This design comes from an exercise in tuning for small area, a short achievable clock period and few clock cycles per item on the open sky130 flow, not from production work.
Function was checked by simulation only, so behaviour that the tests miss may differ from the original.
No activity file was given, so power comes from the tool's default toggle rates.

// chip8_instruction_execute_top
module chip8_instruction_execute_top #(
    parameter int unsigned STACK_DEPTH = 16
) (
    input  wire logic        aclk,
    input  wire logic        aresetn,
    input  wire logic        cfg_valid,
    output logic             cfg_ready,
    input  wire logic [11:0] cfg_start_address,
    input  wire logic        s_valid,
    output logic             s_ready,
    input  wire logic [15:0] s_instruction,
    output logic             m_valid,
    input  wire logic        m_ready,
    output logic [11:0]      m_pc_value,
    output logic [11:0]      m_index_value,
    output logic             m_reg_written,
    output logic [3:0]       m_reg_number,
    output logic [7:0]       m_vreg_data,
    output logic             m_flag_written,
    output logic             m_flag_value,
    output logic [1:0]       m_status
);
    localparam int unsigned AW = (STACK_DEPTH > 1) ? $clog2(STACK_DEPTH) : 1;
    localparam int unsigned RW = 17;    
    logic        s_ready_reg, rst_reg;
    logic        r_valid_reg, r2_valid_reg, e_valid_reg, h_valid_reg;
    logic        r_valid_nxt, r2_valid_nxt, e_valid_nxt, h_valid_nxt;
  ...
clock: 7.0 ns
lec_check: 0
abc_clock_period_in_ps: 2500
cap_margin: 20
core_margin: 2
core_utilization: 40
cts_cluster_diameter: 100
cts_cluster_size: 20
setup_slack_margin: 4.5
slew_margin: 20
tns_end_percent: 5
standard.sh (not shown) runs the stock make flow with config.mk's settings and CLKGATE_MAP_FILE= SYNTH_SCRIPT=/design/flow/synth_recipe.tcl, a recipe that flattens the netlist after the stock synthesis.
==> flow/flow/run.sh <==
#!/bin/bash
# The standard layout, with plain buffers (instead of the delay cells the
# resizer picks by default) on the input and output ports.
set -euo pipefail
bash standard.sh BUFFER_PORTS_ARGS="-buffer_cell sky130_fd_sc_hd__buf_2" finish > standard_flow.log 2>&1
Testbench counts at the start, summed over its fixed seeds: cycles 12,024, items 12,000.
Next try:
--- a/flow/config.mk
+++ b/flow/config.mk
@@ -7,2 +7,3 @@
 export LEC_CHECK = 0
+export ABC_AREA = 1
 export ABC_CLOCK_PERIOD_IN_PS = 2500
@@ -10,3 +11,3 @@
 export CORE_MARGIN = 2
-export CORE_UTILIZATION = 40
+export CORE_UTILIZATION = 65
 export CTS_CLUSTER_DIAMETER = 100
@@ -15,2 +16,2 @@
 export SLEW_MARGIN = 20
-export TNS_END_PERCENT = 5
+export TNS_END_PERCENT = 20
The changed run finished with timing, DRC and antenna clean.
Flip-flop and latch count does not change.
Routed wire length goes down by a few percent.
Register-to-register slack improved by 190 ps.
Sequential power stays flat.
Design area fell by a few percent.
Power came out lower by a few percent.
Clock power shrinks by a few percent.
Clock-buffer cell count is unchanged.
Clock skew is about the same.
Next try:
--- a/flow/config.mk
+++ b/flow/config.mk
@@ -11,3 +11,3 @@
 export CORE_MARGIN = 2
-export CORE_UTILIZATION = 65
+export CORE_UTILIZATION = 40
 export CTS_CLUSTER_DIAMETER = 100
@@ -16,2 +16,2 @@
 export SLEW_MARGIN = 20
-export TNS_END_PERCENT = 20
+export TNS_END_PERCENT = 5
After rerunning: The new run went through all stages and came out clean; setup slack degrades by 61 ps; register-to-register slack loses 160 ps; synthesized area does not change; clock skew went up by 12 ps; first-iteration DRC count decreases slightly.
Next try:
--- a/flow/config.mk
+++ b/flow/config.mk
@@ -11,6 +11,6 @@
 export CORE_MARGIN = 2
-export CORE_UTILIZATION = 40
+export CORE_UTILIZATION = 55
 export CTS_CLUSTER_DIAMETER = 100
 export CTS_CLUSTER_SIZE = 20
-export SETUP_SLACK_MARGIN = 4.5
+export SETUP_SLACK_MARGIN = 4.8
 export SLEW_MARGIN = 20
Worst setup slack improves by 43 ps.
Maximum frequency increases slightly.
Global-route usage increases by 8.1 points.
Routed wire length decreases slightly.
Cell area increases slightly.
Die area decreases by a quarter to a third.
Utilization increases by 18 points.
Critical path depth increases by 3.
Next try:
--- a/flow/config.mk
+++ b/flow/config.mk
@@ -12,6 +12,6 @@
 export CORE_UTILIZATION = 55
-export CTS_CLUSTER_DIAMETER = 100
-export CTS_CLUSTER_SIZE = 20
-export SETUP_SLACK_MARGIN = 4.8
+export CTS_CLUSTER_DIAMETER = 60
+export CTS_CLUSTER_SIZE = 30
+export SETUP_SLACK_MARGIN = 4.5
 export SLEW_MARGIN = 20
-export TNS_END_PERCENT = 5
+export TNS_END_PERCENT = 20
Outcome:
- cell area went down by about 1.5%
- routed wire length drops by about 1.8%
- global-route usage goes up by 0.25 points
- cell count fell by about 1.6%
- clock skew went up by 16 ps
- power came out higher by about 10%
- via count fell by about 1.6%
- worst hold slack gets worse by 4.9 ps
- fmax goes down by about 0.54%
- worst setup slack degrades by 15 ps
- die area stays the same

==> separate check: timing with driven ports <==
Ports are ideal in the flow. The routed layouts listed here were re-timed in OpenROAD. Step 1, drivers: a clkbuf_16 drives aclk and a buf_2 each remaining input, both assumed. Step 2 moves the port delays by t, midway between the first and last clock arrival at a register: inputs arrive t later, outputs are due t later. That takes back most of the time a late clock gives input paths. Three values: ideal, step 1, step 2; two values: the first two.
run	shift t [ns]	setup WS [ns]	worst setup path at the end	worst register clock-pin slew, ns
the first run	0.647	4.239 / 4.239 / 3.743	input to register	0.09 / 0.09
the second run	0.615	4.327 / 4.274 / 3.744	input to register	0.09 / 0.09
the third run	0.637	4.266 / 4.224 / 3.662	input to register	0.09 / 0.09
the fourth run	0.635	4.309 / 4.253 / 3.709	input to register	0.09 / 0.09
the fifth run	0.612	4.294 / 4.239 / 3.750	input to register	0.09 / 0.09
After both steps setup and hold are still met in every run listed. The setup slack of the third run, which loses most, moves by -0.042 ns with the drivers and by -0.604 ns with both steps.
